From an optimization exercise on the open Yosys and OpenROAD flow, aimed at small area, a short achievable clock period and few clock cycles; shortcuts taken in it are not production practice.
Where RTL was checked, it was by simulation tests only, not by an equivalence proof against the original.
Power figures rest on the tool's default switching activity, not on a simulated workload.

==> module alu_cla_adder, before the edit <==
module alu_cla_adder #(
	parameter int W = 40
) (
	input  logic [W-1:0] a,
	input  logic [W-1:0] b,
	input  logic         cin,
	output logic [W-1:0] sum
);
	assign sum = a + b + {{(W-1){1'b0}}, cin};
endmodule
==> module alu_unit, before the edit <==
module alu_unit (
	input  logic                           clk,
	input  logic                           rst,
	input  logic [alu_pkg::word_width-1:0] bus_in,
	input  logic                           y_load,
	input  alu_pkg::alu_op_t               op,
	input  logic                           op_valid,
	output logic [alu_pkg::word_width-1:0] z_hi,
	output logic [alu_pkg::word_width-1:0] z_lo,
	output logic                           done,
	output logic                           busy
);
	logic        accept;
	logic        acc_mul;
	logic        is_sub;
	logic        is_left;
	logic [31:0] b_r;
	logic        yl_r;
	logic        f_sub, cin_r;
	logic        f_sq, f_ya, f_sum, f_and, f_or, f_not, f_sh;
	logic        f_left, f_shift, f_arith, f_big;
	logic [4:0]  f_k;
	logic        vn;
	logic        m1, ph2, ph3, ph4, ph5;
	logic [31:0] y;
	logic [31:0] b_raw;
	logic [31:0] y_next;
	logic        s32;
	logic [32:0] cs;
	logic [7:0]  sl, cl;
	logic        k;
	logic [3:0]  e_one, e_two, e_neg;
	logic [3:0]  n_one, n_two, n_neg;
	logic [3:0]  i_one, i_two, i_neg;
	logic        step;
	logic        step_more;
	logic [31:0] src;
	logic [32:0] negs;
	logic [32:0] st_s_in, st_c_in;
	logic [32:0] st_s, st_c;
	logic [7:0]  st_sl, st_cl;
	logic [8:0]  lo_sum;
	logic [7:0]  lo_byte;
	logic [39:0] add_a, add_b, add_sum;
	logic [31:0] shift_c;
	logic [31:0] result;
	assign accept  = op_valid & ~busy;
	assign acc_mul = accept & (op == op_mul);
	assign is_sub  = (op == op_sub) | (op == op_neg);
	assign is_left = (op == op_shl) | (op == op_rol);
	always_ff @(posedge clk) begin
		if (rst) begin
			yl_r <= 1'b0;
			vn   <= 1'b0;
			m1   <= 1'b0;
			ph2  <= 1'b0;
			ph3  <= 1'b0;
			ph4  <= 1'b0;
			ph5  <= 1'b0;
			busy <= 1'b0;
			done <= 1'b0;
		end else begin
			yl_r <= y_load & ~busy;
			vn   <= accept & (op != op_mul);
			m1   <= acc_mul;
			ph2  <= m1;
			ph3  <= ph2;
			ph4  <= ph3;
			ph5  <= ph4;
			busy <= acc_mul | m1 | ph2 | ph3;
			done <= vn | ph5;
		end
	end
	always_ff @(posedge clk) begin
		if (ph4)
			b_r <= '0;
		else if (!busy)
			b_r <= bus_in ^ {32{is_sub}};
		f_sub   <= is_sub;
		cin_r   <= ph4 ? lo_sum[8] : (accept & is_sub);
		f_sq    <= accept & is_sub;
		f_ya    <= accept & ((op == op_add) | (op == op_sub));
		f_sum   <= accept & ((op == op_add) | is_sub);
		f_and   <= accept & (op == op_and);
		f_or    <= accept & (op == op_or);
		f_not   <= accept & (op == op_not);
		f_sh    <= accept & (op >= op_shr) & (op <= op_rol);
		f_left  <= is_left;
		f_shift <= (op == op_shr) | (op == op_shra) | (op == op_shl);
		f_arith <= (op == op_shra);
		f_big   <= |bus_in[31:5];
		f_k     <= is_left ? (5'd0 - bus_in[4:0]) : bus_in[4:0];
	end
	assign b_raw  = b_r ^ {32{f_sub}};
	assign y_next = yl_r ? b_raw : y;
	always_ff @(posedge clk) begin
		if (rst)
			y <= '0;
		else if (busy && y_load)
			y <= bus_in;
		else
			y <= y_next;
	end
	assign step      = m1 | ph2 | ph3 | ph4;
	assign step_more = m1 | ph2 | ph3;
	assign src       = m1 ? y : z_lo;
	alu_booth_enc u_enc_next (
		.b   (src[15:8]),
		.bm1 (src[7]),
		.one (n_one),
		.two (n_two),
		.neg (n_neg)
	);
	alu_booth_enc u_enc_first (
		.b   (y_next[7:0]),
		.bm1 (1'b0),
		.one (i_one),
		.two (i_two),
		.neg (i_neg)
	);
	always_ff @(posedge clk) begin
		if (step_more) begin
			e_one <= n_one;
			e_two <= n_two;
			e_neg <= n_neg;
		end else begin
			e_one <= i_one;
			e_two <= i_two;
			e_neg <= i_neg;
		end
	end
	always_comb begin
		negs = '0;
		for (int j = 0; j < 16; j++)
			negs[2*j] = y[2*j+1];
	end
	assign st_s_in = {s32, z_hi & {32{~m1}}};
	assign st_c_in = cs | (negs & {33{m1}});
	alu_booth_step u_step (
		.m     (b_r),
		.one   (e_one),
		.two   (e_two),
		.neg   (e_neg),
		.s_in  (st_s_in),
		.c_in  (st_c_in),
		.s_out (st_s),
		.c_out (st_c),
		.s_lo  (st_sl),
		.c_lo  (st_cl)
	);
	assign lo_sum = {1'b0, sl} + {1'b0, cl} + {8'd0, k};
	always_ff @(posedge clk) begin
		if (step) begin
			s32 <= st_s[32];
			cs  <= st_c;
			sl  <= st_sl;
			cl  <= st_cl;
			k   <= lo_sum[8];
		end else begin
			s32 <= 1'b1;
			cs  <= '0;
			sl  <= '0;
			cl  <= '0;
			k   <= 1'b0;
		end
	end
	assign add_a = {(y & {32{f_ya}}) | (z_hi & {32{ph5}}), sl};
	assign add_b = {b_r | cs[31:0], cl | {8{f_sq}}};
	alu_cla_adder #(.W(40)) u_adder (
		.a   (add_a),
		.b   (add_b),
		.cin (cin_r),
		.sum (add_sum)
	);
	alu_shifting u_shifter (
		.a     (y),
		.s     (b_r[4:0]),
		.k     (f_k),
		.big   (f_big),
		.left  (f_left),
		.shift (f_shift),
		.arith (f_arith),
		.c     (shift_c)
	);
	alu_result_stage u_result (
		.f_sum   (f_sum),
		.f_and   (f_and),
		.f_or    (f_or),
		.f_not   (f_not),
		.f_sh    (f_sh),
		.y       (y),
		.b       (b_r),
		.sum     (add_sum[39:8]),
		.shift_c (shift_c),
		.result  (result)
	);
	assign lo_byte = ph5 ? add_sum[7:0] : lo_sum[7:0];
	always_ff @(posedge clk) begin
		z_hi <= (st_s[31:0] & {32{step}}) | (add_sum[39:8] & {32{ph5}});
		z_lo <= result | ({lo_byte, src[31:8]} & {32{step | ph5}});
	end
endmodule
==> flow/config.mk <==
export PLATFORM = sky130hd
export DESIGN_NAME = alu_unit
export DESIGN_NICKNAME = alu_unit
export VERILOG_FILES = /design/flow/design.v
export SDC_FILE = /design/flow/constraint.sdc
export NUM_CORES = 4
export LEC_CHECK = 0
export CAP_MARGIN = 20
export CORE_MARGIN = 2
export CORE_UTILIZATION = 40
export SETUP_SLACK_MARGIN = 3.3
export SLEW_MARGIN = 20
==> flow/constraint.sdc <==
create_clock -name core_clock -period 6.0 [get_ports {clk}]
set_input_delay 1.2000 -clock core_clock [delete_from_list [all_inputs] [get_ports {clk}]]
set_output_delay 1.2000 -clock core_clock [all_outputs]
set_load 0.01 [all_outputs]
run.sh (not shown) runs the stock make flow with config.mk's settings and CLKGATE_MAP_FILE= SYNTH_SCRIPT=/design/flow/synth_recipe.tcl, a recipe that flattens the netlist after the stock synthesis.
Testbench counts at the start, summed over its fixed seeds: cycles 6,522.
Next try:
--- a/flow/design.v
+++ b/flow/design.v
@@ -66,7 +66,29 @@
 	input  logic         cin,
 	output logic [W-1:0] sum
 );
-	assign sum = a + b + {{(W-1){1'b0}}, cin};
+	localparam int L = $clog2(W);
+	logic [W-1:0] p;
+	logic [L:0][W-1:0] g_l;
+	logic [L:0][W-1:0] p_l;
+	assign p = a ^ b;
+	always_comb begin
+		g_l[0]    = a & b;
+		p_l[0]    = p;
+		g_l[0][0] = (a[0] & b[0]) | (p[0] & cin);
+		p_l[0][0] = 1'b0;
+		for (int l = 0; l < L; l++) begin
+			for (int i = 0; i < W; i++) begin
+				if (((i >> l) & 1) != 0) begin
+					g_l[l+1][i] = g_l[l][i] | (p_l[l][i] & g_l[l][((i >> l) << l) - 1]);
+					p_l[l+1][i] = p_l[l][i] & p_l[l][((i >> l) << l) - 1];
+				end else begin
+					g_l[l+1][i] = g_l[l][i];
+					p_l[l+1][i] = p_l[l][i];
+				end
+			end
+		end
+	end
+	assign sum = p ^ {g_l[L][W-2:0], cin};
 endmodule
 `timescale 1ns/1ns
 module alu_booth_step (
@@ -168,7 +190,7 @@
 	logic        is_left;
 	logic [31:0] b_r;
 	logic        yl_r;
-	logic        f_sub, cin_r;
+	logic        f_sub;
 	logic        f_sq, f_ya, f_sum, f_and, f_or, f_not, f_sh;
 	logic        f_left, f_shift, f_arith, f_big;
 	logic [4:0]  f_k;
@@ -192,8 +214,8 @@
 	logic [32:0] st_s, st_c;
 	logic [7:0]  st_sl, st_cl;
 	logic [8:0]  lo_sum;
-	logic [7:0]  lo_byte;
-	logic [39:0] add_a, add_b, add_sum;
+	logic [31:0] add_a, add_b, add_sum;
+	logic        add_cin;
 	logic [31:0] shift_c;
 	logic [31:0] result;
 	assign accept  = op_valid & ~busy;
@@ -224,12 +246,13 @@
 		end
 	end
 	always_ff @(posedge clk) begin
-		if (ph4)
+		if (rst)
 			b_r <= '0;
+		else if (ph4)
+			b_r <= st_c[31:0];
 		else if (!busy)
 			b_r <= bus_in ^ {32{is_sub}};
 		f_sub   <= is_sub;
-		cin_r   <= ph4 ? lo_sum[8] : (accept & is_sub);
 		f_sq    <= accept & is_sub;
 		f_ya    <= accept & ((op == op_add) | (op == op_sub));
 		f_sum   <= accept & ((op == op_add) | is_sub);
@@ -316,12 +339,13 @@
 			k   <= 1'b0;
 		end
 	end
-	assign add_a = {(y & {32{f_ya}}) | (z_hi & {32{ph5}}), sl};
-	assign add_b = {b_r | cs[31:0], cl | {8{f_sq}}};
-	alu_cla_adder #(.W(40)) u_adder (
+	assign add_a   = (y & {32{f_ya}}) | (z_hi & {32{ph5}});
+	assign add_b   = b_r;
+	assign add_cin = f_sq | (ph5 & lo_sum[8]);
+	alu_cla_adder #(.W(32)) u_adder (
 		.a   (add_a),
 		.b   (add_b),
-		.cin (cin_r),
+		.cin (add_cin),
 		.sum (add_sum)
 	);
 	alu_shifting u_shifter (
@@ -342,13 +366,12 @@
 		.f_sh    (f_sh),
 		.y       (y),
 		.b       (b_r),
-		.sum     (add_sum[39:8]),
+		.sum     (add_sum),
 		.shift_c (shift_c),
 		.result  (result)
 	);
-	assign lo_byte = ph5 ? add_sum[7:0] : lo_sum[7:0];
 	always_ff @(posedge clk) begin
-		z_hi <= (st_s[31:0] & {32{step}}) | (add_sum[39:8] & {32{ph5}});
-		z_lo <= result | ({lo_byte, src[31:8]} & {32{step | ph5}});
+		z_hi <= (st_s[31:0] & {32{step}}) | (add_sum & {32{ph5}});
+		z_lo <= result | ({lo_sum[7:0], src[31:8]} & {32{step | ph5}});
 	end
 endmodule
=> The new run finished clean; total power shrinks by 12%; sequential power shrinks by about 2%; core utilization shrinks by 0.75 points; setup slack is worse by 1500 ps; non-clock buffer count shrinks by 8; final area shrinks by 4.2%; sequential cell count shrinks by 1.
The RTL of the second run of this note was laid out without a check of its function.

-- afterwards: timing with drivers on the ports --
How much do the figures lean on ideal ports? The routed layouts below were timed once more, with nothing changed but the port constraints.
Step 1, drivers: a clkbuf_16 drives clk and a buf_2 each remaining input, both assumed.
Step 2, shift: input delay + t, output delay - t, t = (earliest + latest rising clock arrival at the registers) / 2. This alone moves slack from input paths to output paths.
Slacks: ideal ports / drivers / drivers and shift; pairs: ideal ports / drivers.
| run | shift t [ns] | slack for setup (ns) | worst register clock-pin slew, ns | worst slew at a driven data input, ns | cell pins on the clock port's net |
|---|---|---|---|---|---|
| the first run | 0.619 | 2.940 / 2.940 / 2.865 | 0.07 / 0.07 | 0.05 | 1 |
| the second run | 0.633 | 1.486 / 1.486 / 1.486 | 0.07 / 0.07 | 0.07 | 1 |
After both steps setup and hold are still met in every run listed. The setup slack of the first run, which loses most, moves by 0.000 ns with the drivers and by -0.075 ns with both steps.
